Background: an optimization exercise with open tools, aiming at small area, a short achievable clock period and few clock cycles per item. Do not read the settings as production practice.

==> inputs of run D <==
Design fp_mul_pipe, start of the top module:
module fp_mul_pipe
#(
  parameter int EXP_W = 8,
  parameter int MAN_W = 23,
  localparam int W = 1 + EXP_W + MAN_W
) (
  input  logic         clk,
  input  logic         reset,
  input  logic         in_valid,
  output logic         in_ready,
  input  logic         rnd_mode,
  input  logic [W-1:0] a,
  input  logic [W-1:0] b,
  output logic         out_valid,
  input  logic         out_ready,
  output logic [W-1:0] c,
  output logic         ovf,
  output logic         unf,
  output logic         inv
);
clock: 8.5 ns
lec_check: 0
abc_area: 1
cap_margin: 20
core_margin: 2
core_utilization: 40
slew_margin: 20
synth_hierarchical: 1
synth_minimum_keep_size: 0
run.sh (not shown) runs the stock make flow with config.mk's settings and CLKGATE_MAP_FILE= SYNTH_SCRIPT=/design/flow/synth_recipe.tcl, a recipe that flattens the netlist after the stock synthesis.
==> run Y: changes against run D <==
SETUP_SLACK_MARGIN = 4   (was not set)
==> comparison table <==
	run Y	run D
Status	complete, no violations	complete, no violations
Final period util	55.6%	69.5%
Count of buffer and inverter cells on the critical path	13	5
Via density per instance	5.74	5.74
Area growth from synthesis to layout	17.5%	11.0%
Worst hold slack	0.422 ns	0.422 ns
Cell with the biggest individual delay on the critical path	edfxtp_1	clkdlybuf4s50_1
Met3 Use GR	5.61%	5.34%
Final non-clock buffer share	7.67%	4.83%
Final core occ	47.2%	44.7%
Wire length on met2	36.9 mm	34.2 mm
Met2 track demand over resource in global routing	41.9%	39.6%
Post-CTS Setup Repair Bufs	72	0
First-pass GRT wire length	119 mm	114 mm
Filler cell count in the final layout	5475	5506
Area of combinational cells with multiple inputs	15600 um2	15100 um2
Transition at the pin with the smallest max-transition slack	1.01 ns	1.22 ns
End point of the critical path	c[0]	c[5]
Sum of routed wire length over all layers	79.3 mm	74.8 mm
Setup Skew	0.0163 ns	0.0125 ns
Highest Clock Rate	212 MHz	169 MHz
No functional check of the RTL was part of any run of this note.

==> run a: inputs <==
fp_mul_pipe, a different RTL version from the one above (not shown whole).
## fp_mul_pipe
module fp_mul_pipe
#(
  parameter int EXP_W = 8,
  parameter int MAN_W = 23,
  localparam int W = 1 + EXP_W + MAN_W
) (
  input  logic         clk,
  input  logic         reset,
  input  logic         in_valid,
  output logic         in_ready,
  input  logic         rnd_mode,
  input  logic [W-1:0] a,
  input  logic [W-1:0] b,
  output logic         out_valid,
  input  logic         out_ready,
  output logic [W-1:0] c,
  output logic         ovf,
  output logic         unf,
  output logic         inv
);
  logic en, vld1, vld2, vld3;
  logic sk_v;
  logic [31:0] sk_c;
  logic [2:0]  sk_f;
  logic [31:0] c_pipe;
  logic [2:0]  f_pipe;
  assign en        = !sk_v;
  assign in_ready  = !sk_v;
  assign out_valid = sk_v | vld3;
  always_ff @(posedge clk) begin
    if (reset) sk_v <= 1'b0;
    else       sk_v <= !out_ready & (sk_v | vld3);
  end
  always_ff @(posedge clk) if (!sk_v) begin sk_c <= c_pipe; sk_f <= f_pipe; end
  assign c = sk_v ? sk_c : c_pipe;
  assign {inv, ovf, unf} = sk_v ? sk_f : f_pipe;
  always_ff @(posedge clk) begin
    if (reset) begin
      vld1 <= 1'b0;
      vld2 <= 1'b0;
      vld3 <= 1'b0;
    end else if (en) begin
      vld1 <= in_valid;
      vld2 <= vld1;
      vld3 <= vld2;
    end
  end
  logic bo0;
  logic bt0;
  logic bn0;
  logic pp1;
  logic pp2;
  logic pp3;
  logic pp4;
  logic pp5;
  logic pp6;
  logic pp7;
  logic pp8;
  logic pp9;
  logic pp10;
  logic pp11;
  logic pp12;
  logic pp13;
  logic pp14;
  logic pp15;
  logic pp16;
  logic pp17;
  logic pp18;
  logic pp19;
  logic pp20;
  logic pp21;
  logic pp22;
  logic pp23;
  logic pp24;
  logic pp25;
  logic ns26;
  logic bo1;
  logic bt1;
  logic bn1;
  logic pp27;
  logic pp28;
  logic pp29;
  logic pp30;
  logic pp31;
  logic pp32;
  logic pp33;
  logic pp34;
  logic pp35;
  logic pp36;
  logic pp37;
  logic pp38;
  logic pp39;
  logic pp40;
  logic pp41;
  logic pp42;
  logic pp43;
  logic pp44;
  logic pp45;
  logic pp46;
  logic pp47;
  logic pp48;
  logic pp49;
  logic pp50;
  logic pp51;
  logic ns52;
  logic bo2;
  logic bt2;
  logic bn2;
  logic pp53;
  logic pp54;
  logic pp55;
  logic pp56;
  logic pp57;
  logic pp58;
  logic pp59;
  logic pp60;
  logic pp61;
  logic pp62;
  logic pp63;
  logic pp64;
  logic pp65;
  ...
==> flow/config.mk <==
export PLATFORM = sky130hd
export DESIGN_NAME = fp_mul_pipe
export DESIGN_NICKNAME = fp_mul_pipe
export VERILOG_FILES = /design/flow/design.v
export SDC_FILE = /design/flow/constraint.sdc
export NUM_CORES = 4
export LEC_CHECK = 0
export ABC_AREA = 1
export CAP_MARGIN = 20
export CORE_MARGIN = 2
export CORE_UTILIZATION = 40
export SETUP_SLACK_MARGIN = 4.5
export SLEW_MARGIN = 20
export SYNTH_HIERARCHICAL = 1
export SYNTH_MINIMUM_KEEP_SIZE = 0
==> flow/constraint.sdc <==
create_clock -name core_clock -period 8.5 [get_ports {clk}]
set_input_delay 1.7000 -clock core_clock [delete_from_list [all_inputs] [get_ports {clk}]]
set_output_delay 1.7000 -clock core_clock [all_outputs]
set_load 0.01 [all_outputs]
standard.sh (not shown) runs the stock make flow with config.mk's settings and CLKGATE_MAP_FILE= SYNTH_SCRIPT=/design/flow/synth_recipe.tcl, a recipe that flattens the netlist after the stock synthesis.
==> flow/flow/run.sh <==
#!/bin/bash
# Layout flow: the standard ORFS flow (standard.sh, unchanged synthesis),
# with port buffers of a plain buffer cell instead of the default choice, and
# timing repair allowed to change cell footprints.
set -euo pipefail
bash standard.sh \
  MATCH_CELL_FOOTPRINT=0 \
  BUFFER_PORTS_ARGS="-buffer_cell sky130_fd_sc_hd__buf_4" \
  finish > standard.log 2>&1
==> run b (differences from run a) <==
--- a/flow/design.v
+++ b/flow/design.v
@@ -39,39 +39,25 @@
   output logic         out_valid,
   input  logic         out_ready,
   output logic [W-1:0] c,
   output logic         ovf,
   output logic         unf,
   output logic         inv
 );
-  logic en, vld1, vld2, vld3;
-  logic sk_v;
-  logic [31:0] sk_c;
-  logic [2:0]  sk_f;
-  logic [31:0] c_pipe;
-  logic [2:0]  f_pipe;
-  assign en        = !sk_v;
-  assign in_ready  = !sk_v;
-  assign out_valid = sk_v | vld3;
-  always_ff @(posedge clk) begin
-    if (reset) sk_v <= 1'b0;
-    else       sk_v <= !out_ready & (sk_v | vld3);
-  end
-  always_ff @(posedge clk) if (!sk_v) begin sk_c <= c_pipe; sk_f <= f_pipe; end
-  assign c = sk_v ? sk_c : c_pipe;
-  assign {inv, ovf, unf} = sk_v ? sk_f : f_pipe;
+  logic en, vld1, vld2;
+  assign en       = !vld2 | out_ready;
+  assign in_ready = en;
+  assign out_valid = vld2;
   always_ff @(posedge clk) begin
     if (reset) begin
       vld1 <= 1'b0;
       vld2 <= 1'b0;
-      vld3 <= 1'b0;
     end else if (en) begin
       vld1 <= in_valid;
       vld2 <= vld1;
-      vld3 <= vld2;
     end
   end
   logic bo0;
   logic bt0;
   logic bn0;
   logic pp1;
   logic pp2;
@@ -2589,19 +2575,16 @@
     c_d = {s2, (r_d ? (e02 + 8'd1) : e02), r_frac};
     f_d = 3'b000;
     if (inv2) begin c_d = '1; f_d = 3'b100; end
     else if (zero2) c_d = {s2, 31'd0};
     else if (k_o) begin c_d = '1; f_d = 3'b010; end
     else if (k_u) begin c_d = {s2, 31'd0}; f_d = 3'b001; end
   end
-  logic [31:0] c_q;
-  logic [2:0]  f_q;
-  always_ff @(posedge clk) if (en) begin c_q <= c_d; f_q <= f_d; end
-  assign c_pipe = c_q;
-  assign f_pipe = f_q;
+  assign c = c_d;
+  assign {inv, ovf, unf} = f_d;
 endmodule
 module fp_fa (input logic a, input logic b, input logic c, output logic s, output logic co);
   assign s  = a ^ b ^ c;
   assign co = (a & b) | (c & (a ^ b));
 endmodule
 module fp_ha (input logic a, input logic b, output logic s, output logic co);
   assign s  = a ^ b;
SETUP_SLACK_MARGIN = 4   (was 4.5)
==> notes <==
Run a finished clean. Run b went through all stages and came out clean.
Between run b and run a, the lower hold slack is in run a (gap 0.0062 ns).
Against run a, the critical path depth of run b is higher by 5.
Between run a and run b, the lower global-route usage is in run a (gap 1.5 points).
Of run b and run a, run a has the higher cell area (gap 13%, measured against run a).
Against run b, the first-iteration DRC count of run a is higher by 23%.
Between run a and run b, the lower flip-flop and latch count is in run b (gap 72).
In run b the clock skew is lower than in run a, by 0.036 ns.
Between run b and run a, the lower die area is in run b (gap 9.6%, measured against run a).
Of run b and run a, run a has the higher area after synthesis (gap 9.7%, measured against run a).
Of run a and run b, run a has the higher core utilization (gap 1.3 points).
==> figures <==
metric	run b	run a
Compound-Gate Fraction of Synth Area	9.86%	9.04%
Critical Path Start	p2[24]$_DFFE_PP_	b[7]
Minimum setup slack after placement	3.05 ns	3.20 ns
Status	no timing/DRC/antenna violations	no timing/DRC/antenna violations
Most numerous cell on the critical path	sky130_fd_sc_hd__nand2_4	sky130_fd_sc_hd__fa_2
Antenna violations before repair	0	1
Min cycle time layout	4.60 ns	3.99 ns
Fraction of the mapped netlist area in simple logic gates	8.97%	10.1%
Top-area cell type share of the netlist area	32.1%	33.4%
Kind of launch point of the worst setup path	flop	primary input
Cell count after placement	2,753	3,044
Stage delay of the slowest cell on the critical path	0.44 ns	0.55 ns
Via/cell ratio	5.64	5.54
Terminus of the critical flop-to-flop path	p2[24]$_DFFE_PP_	p2[16]$_DFFE_PN_
Global-route usage over all layers	23.1%	21.6%
Area of the multi-input gates	0.0139 mm2	0.0152 mm2
Die W	237 um	250 um
Cell with the biggest individual delay on the critical path	sky130_fd_sc_hd__edfxtp_1	sky130_fd_sc_hd__fa_2
Number of gates resized after cts	114	95
Kind of end point of the critical path	output pin	flop
Xor-xnor portion of the synthesized cell area	12.5%	11.2%
Core occupancy in the finished layout	46.1%	47.4%
No run of this note included a check of the RTL's function; only the layout flow was run.

[static timing again, ports no longer ideal]
Ports are ideal in the flow. The routed layouts listed here were re-timed in OpenROAD.
Step 1 assumes that a clkbuf_16 drives the clock port and a buf_2 every other input.
Step 2 times the ports against the registers' clock, not the clock port: input delays grow and output delays shrink by t, the midpoint of the rising clock arrivals with the driver on.
a / b / c = ideal ports / drivers / drivers and shift; a / b = the first two.
run | t, ns | setup WS [ns] | worst setup path at the end | slew at the worst register clock pin (ns) | worst data-port slew with drivers (ns)
run D | 0.631 | 2.591 / 2.532 / 2.409 | input to register | 0.06 / 0.06 | 0.09
run Y | 0.627 | 3.775 / 3.719 / 3.396 | input to register | 0.06 / 0.06 | 0.10
run a | 0.618 | 4.510 / 4.426 / 3.808 | input to register | 0.06 / 0.06 | 0.22
run b | 0.614 | 3.897 / 3.842 / 3.453 | input to register | 0.06 / 0.06 | 0.07
After both steps every run listed still meets setup and hold. The setup slack of run a, which loses most, moves by -0.084 ns with the drivers and by -0.702 ns with both steps.
